Context: an optimization exercise on an open-source flow, tuned for small area. The choices shown serve that exercise and are no tape-out recipe.
In this exercise RTL edits were held to simulation tests only and were not proved equivalent to the original.
Power figures rest on the tool's default switching activity, not on a simulated workload. The flow treats the clock pin as an ideal source, which a real chip does not have.

P:
==> flow/design.v (excerpt) <==
module spiMemorySlave
#(
    parameter int waitTime = 3
) (
    input  logic clk,
    input  logic arstN,
    input  logic sclk,
    input  logic csN,
    input  logic mosi,
    output logic miso,
    output logic misoOe
);
For scale: roughly 7 I/O pins.
==> flow/config.mk <==
export PLATFORM = sky130hd
export DESIGN_NAME = spiMemorySlave
export DESIGN_NICKNAME = spiMemorySlave
export VERILOG_FILES = /design/flow/design.v
export SDC_FILE = /design/flow/constraint.sdc
export NUM_CORES = 4
export LEC_CHECK = 0
export CAP_MARGIN = 20
export CORE_MARGIN = 2
export CORE_UTILIZATION = 40
export SLEW_MARGIN = 20
==> flow/constraint.sdc <==
create_clock -name core_clock -period 8.0 [get_ports {clk}]
set_input_delay 1.6000 -clock core_clock [delete_from_list [all_inputs] [get_ports {clk}]]
set_output_delay 1.6000 -clock core_clock [all_outputs]
set_load 0.01 [all_outputs]
standard.sh (not shown) runs the stock make flow with config.mk's settings and CLKGATE_MAP_FILE= SYNTH_SCRIPT=/design/flow/synth_recipe.tcl, a recipe that flattens the netlist after the stock synthesis.
==> flow/flow/run.sh <==
#!/bin/bash
# standard layout, with the clock tree built without dummy loads
set -euo pipefail
export CTS_ARGS="-sink_clustering_enable -repair_clock_nets -dont_use_dummy_load -buf_list sky130_fd_sc_hd__clkbuf_16 -root_buf sky130_fd_sc_hd__clkbuf_8 -tree_buf sky130_fd_sc_hd__clkbuf_8 -sink_clustering_buffer sky130_fd_sc_hd__clkbuf_16 -sink_clustering_size 36 -sink_clustering_max_diameter 80 -clustering_exponent 2"
export BUFFER_PORTS_ARGS="-buffer_cell sky130_fd_sc_hd__buf_1"
bash standard.sh > standard_make.log 2>&1
--- input diff P..Q ---
==> flow/flow/run.sh <==
#!/bin/bash
# standard layout, with the clock tree built without dummy loads
set -euo pipefail
export CTS_ARGS="-sink_clustering_enable -repair_clock_nets -dont_use_dummy_load -buf_list sky130_fd_sc_hd__clkbuf_16 -root_buf sky130_fd_sc_hd__clkbuf_8 -tree_buf sky130_fd_sc_hd__clkbuf_8 -sink_clustering_buffer sky130_fd_sc_hd__clkbuf_16 -sink_clustering_size 36 -sink_clustering_max_diameter 80 -clustering_unbalance_ratio 0.2"
export BUFFER_PORTS_ARGS="-buffer_cell sky130_fd_sc_hd__buf_1"
bash standard.sh > standard_make.log 2>&1
Notes after the runs:
On total power of the final layout, Q and P are basically level.
On register-to-register slack, Q and P are neck and neck.
Between Q and P, the global-route usage does not differ in any meaningful way.
The time the final worst path needs with I/O delays and setup in Q sits 120 ps above the value recorded for P.
[inputs] R vs Q
==> flow/flow/run.sh <==
#!/bin/bash
# standard layout, with the clock tree built without dummy loads
set -euo pipefail
export CTS_ARGS="-sink_clustering_enable -repair_clock_nets -dont_use_dummy_load -buf_list sky130_fd_sc_hd__clkbuf_16 -root_buf sky130_fd_sc_hd__clkbuf_8 -tree_buf sky130_fd_sc_hd__clkbuf_8 -sink_clustering_buffer sky130_fd_sc_hd__clkbuf_16 -sink_clustering_size 38 -sink_clustering_max_diameter 80"
export BUFFER_PORTS_ARGS="-buffer_cell sky130_fd_sc_hd__buf_1"
bash standard.sh > standard_make.log 2>&1
## What came out
R finished every step from synthesis to the final layout, and the layout passed the timing, design-rule and antenna checks. Compared Q against R; final wirelength within noise. Of Q and R, Q shows the higher time the worst path needs with I/O delays and setup, with R below it. Against Q, total power in R came out better. Core utilization: Q vs R — no meaningful difference.

Another version of the RTL of spiMemorySlave (not shown whole).
Size: ~1300 cells after synthesis, about 1100 flip-flops, ~24000 um2 of cells after synthesis.
Settings: LEC_CHECK=0, CAP_MARGIN=20, CORE_MARGIN=2, CORE_UTILIZATION=40, CTS_BUF_LIST=sky130_fd_sc_hd__clkbuf_16, CTS_CLUSTER_DIAMETER=60, CTS_CLUSTER_SIZE=32, SLEW_MARGIN=20; clock period 8.0 ns.
run.sh (not shown) runs the stock make flow with config.mk's settings and CLKGATE_MAP_FILE= SYNTH_SCRIPT=/design/flow/synth_recipe.tcl, a recipe that flattens the netlist after the stock synthesis.
Stock flow here: none of the scripts above is used.
Next try:
==> flow/flow/run.sh (new file) <==
#!/bin/bash
# standard layout, with the clock tree built without dummy loads
set -euo pipefail
export CTS_ARGS="-sink_clustering_enable -repair_clock_nets -dont_use_dummy_load -buf_list sky130_fd_sc_hd__clkbuf_16 -sink_clustering_size 36 -sink_clustering_max_diameter 80"
bash standard.sh > standard_make.log 2>&1
==> flow/standard.sh (new file) <==
#!/bin/bash
# synth_recipe.tcl (not shown) runs the flow's synth.tcl, then flattens the netlist and writes it again
# the make line also repeats each setting of config.mk as NAME=value (left out here)
make -C /OpenROAD-flow-scripts/flow DESIGN_CONFIG=/design/flow/config.mk WORK_HOME=/design/flow/orfs CLKGATE_MAP_FILE= SYNTH_SCRIPT=/design/flow/synth_recipe.tcl "${@:-finish}"
Settings changed: CTS_BUF_LIST sky130_fd_sc_hd__clkbuf_16 to default, CTS_CLUSTER_DIAMETER 60 to default, CTS_CLUSTER_SIZE 32 to default.
removed: flow/run.sh
What happened: The changed run completed without violations; via count is lower by 1.4%; core utilization is lower by 0.97 points; total power drops by 6.7%.
Next try:
==> flow/run.sh (new file) <==
#!/bin/bash
# synth_recipe.tcl (not shown) runs the flow's synth.tcl, then flattens the netlist and writes it again
# the make line also repeats each setting of config.mk as NAME=value (left out here)
make -C /OpenROAD-flow-scripts/flow DESIGN_CONFIG=/design/flow/config.mk WORK_HOME=/design/flow/orfs CLKGATE_MAP_FILE= SYNTH_SCRIPT=/design/flow/synth_recipe.tcl finish
Settings changed: CORE_UTILIZATION 40 to 55, CTS_BUF_LIST from default to sky130_fd_sc_hd__clkbuf_16, CTS_CLUSTER_DIAMETER from default to 45, CTS_CLUSTER_SIZE from default to 28.
removed: flow/flow/run.sh
removed: flow/standard.sh
=> The changed run ran to the end with no violations; fmax climbs by 2.2%; clock-buffer cell count climbs by 33; flip-flop and latch count does not change; core utilization climbs by 20 points; design area climbs by 4.4%; die area drops by 27%.
Next try:
Settings changed: CORE_UTILIZATION 55 to 70, CTS_CLUSTER_DIAMETER 45 to 40, CTS_CLUSTER_SIZE 28 to 32.
=>
- cell count falls by a few percent
- total power rises by a few percent
- routed wire length rises by about a fifth
- maximum frequency falls slightly
- clock skew falls by 0.0071 ns
- worst setup slack is worse by 0.054 ns
- via count rises by a few percent
Next try:
Settings changed: CORE_UTILIZATION 70 to 40, CTS_CLUSTER_DIAMETER 40 to 50, CTS_CLUSTER_SIZE 32 to 28.
What happened:
- synthesized area does not change
- sequential power is about the same
- power went down by 1.3%
- die area went up by 73%
- clock power went down by about 3%
- clock-buffer cell count went down by 8
- hold slack hardly moves
- maximum frequency went down by 1.2%
- via count went down by 1.5%
Next try:
==> flow/flow/run.sh (new file) <==
#!/bin/bash
# standard layout, with the clock tree built without dummy loads
set -euo pipefail
export CTS_ARGS="-sink_clustering_enable -repair_clock_nets -dont_use_dummy_load -buf_list sky130_fd_sc_hd__clkbuf_8 -sink_clustering_size 18 -sink_clustering_max_diameter 40"
bash standard.sh > standard_make.log 2>&1
==> flow/standard.sh (new file) <==
#!/bin/bash
# synth_recipe.tcl (not shown) runs the flow's synth.tcl, then flattens the netlist and writes it again
# the make line also repeats each setting of config.mk as NAME=value (left out here)
make -C /OpenROAD-flow-scripts/flow DESIGN_CONFIG=/design/flow/config.mk WORK_HOME=/design/flow/orfs CLKGATE_MAP_FILE= SYNTH_SCRIPT=/design/flow/synth_recipe.tcl "${@:-finish}"
Settings changed: CTS_BUF_LIST sky130_fd_sc_hd__clkbuf_16 to default, CTS_CLUSTER_DIAMETER 50 to default, CTS_CLUSTER_SIZE 28 to default.
removed: flow/run.sh
Sequential share of layout area increases by 3.7 points.
Routed wire length fell slightly.
Final area shrinks by a few percent.

spiMemorySlave with an RTL version that a note above also has.
For scale: roughly 1300 cells after synthesis, roughly 7 I/O pins, roughly 23000 um2 of cells after synthesis.
export LEC_CHECK = 0
export CAP_MARGIN = 20
export CORE_MARGIN = 2
export CORE_UTILIZATION = 40
export SLEW_MARGIN = 20
create_clock -name core_clock -period 8.0 [get_ports {clk}]
standard.sh (not shown) runs the stock make flow with config.mk's settings and CLKGATE_MAP_FILE= SYNTH_SCRIPT=/design/flow/synth_recipe.tcl, a recipe that flattens the netlist after the stock synthesis.
==> flow/flow/run.sh <==
#!/bin/bash
# standard layout, with the clock tree built without dummy loads
set -euo pipefail
export CTS_ARGS="-sink_clustering_enable -repair_clock_nets -dont_use_dummy_load -buf_list sky130_fd_sc_hd__clkbuf_16 -root_buf sky130_fd_sc_hd__clkbuf_8 -tree_buf sky130_fd_sc_hd__clkbuf_8 -sink_clustering_buffer sky130_fd_sc_hd__clkbuf_16 -sink_clustering_size 36 -sink_clustering_max_diameter 80 -clustering_exponent 6"
export BUFFER_PORTS_ARGS="-buffer_cell sky130_fd_sc_hd__buf_1"
bash standard.sh > standard_make.log 2>&1
The baseline produced a clean layout.
Then changed:
==> flow/flow/run.sh (replaced) <==
#!/bin/bash
# standard layout, with the clock tree built without dummy loads
set -euo pipefail
export CTS_ARGS="-sink_clustering_enable -repair_clock_nets -dont_use_dummy_load -buf_list sky130_fd_sc_hd__clkbuf_16 -root_buf sky130_fd_sc_hd__clkbuf_8 -tree_buf sky130_fd_sc_hd__clkbuf_8 -sink_clustering_buffer sky130_fd_sc_hd__clkbuf_16 -sink_clustering_size 40 -sink_clustering_max_diameter 60"
export BUFFER_PORTS_ARGS="-buffer_cell sky130_fd_sc_hd__buf_1"
bash standard.sh > standard_make.log 2>&1
Routed wire length goes down by 0.32%; clock power came out higher by about 3%; core utilization is higher by 0.13 points; worst setup slack improved by 15 ps.

## static timing again, ports no longer ideal
No port has a modelled driver above. Below, the same layouts with a new extraction and two added sets of constraints. Step 1 sets driving cells, clkbuf_16 on the clock port and buf_2 on the other inputs (assumed; they add their load-dependent delay and slew). Step 2 adds t to the input delays and takes it off the output delays; t is the mean of the earliest and latest rising clock arrival at the registers after step 1. Input paths then give back, and output paths get back, about the clock's delay inside the block. a / b / c = ideal ports / drivers / drivers and shift; a / b = the first two.
run | t (ns) | slack for setup (ns) | worst slew at a driven data input, ns
P | 0.702 | 5.217 / 5.166 / 5.552 | 0.03
Q | 0.734 | 5.094 / 5.043 / 5.555 | 0.03
R | 0.677 | 5.220 / 5.168 / 5.570 | 0.03
the first run of note 2 | 0.633 | 4.884 / 4.831 / 5.463 | 0.03
the second run of note 2 | 0.611 | 4.882 / 4.825 / 5.436 | 0.03
the third run of note 2 | 0.636 | 4.950 / 4.899 / 5.535 | 0.03
the fourth run of note 2 | 0.653 | 4.896 / 4.843 / 5.497 | 0.04
the fifth run of note 2 | 0.649 | 4.857 / 4.803 / 5.453 | 0.03
the sixth run of note 2 | 0.680 | 4.841 / 4.788 / 5.468 | 0.03
the first run of note 3 | 0.702 | 5.217 / 5.166 / 5.552 | 0.03
the second run of note 3 | 0.714 | 5.232 / 5.182 / 5.533 | 0.03
After both steps every run listed still meets setup and hold.
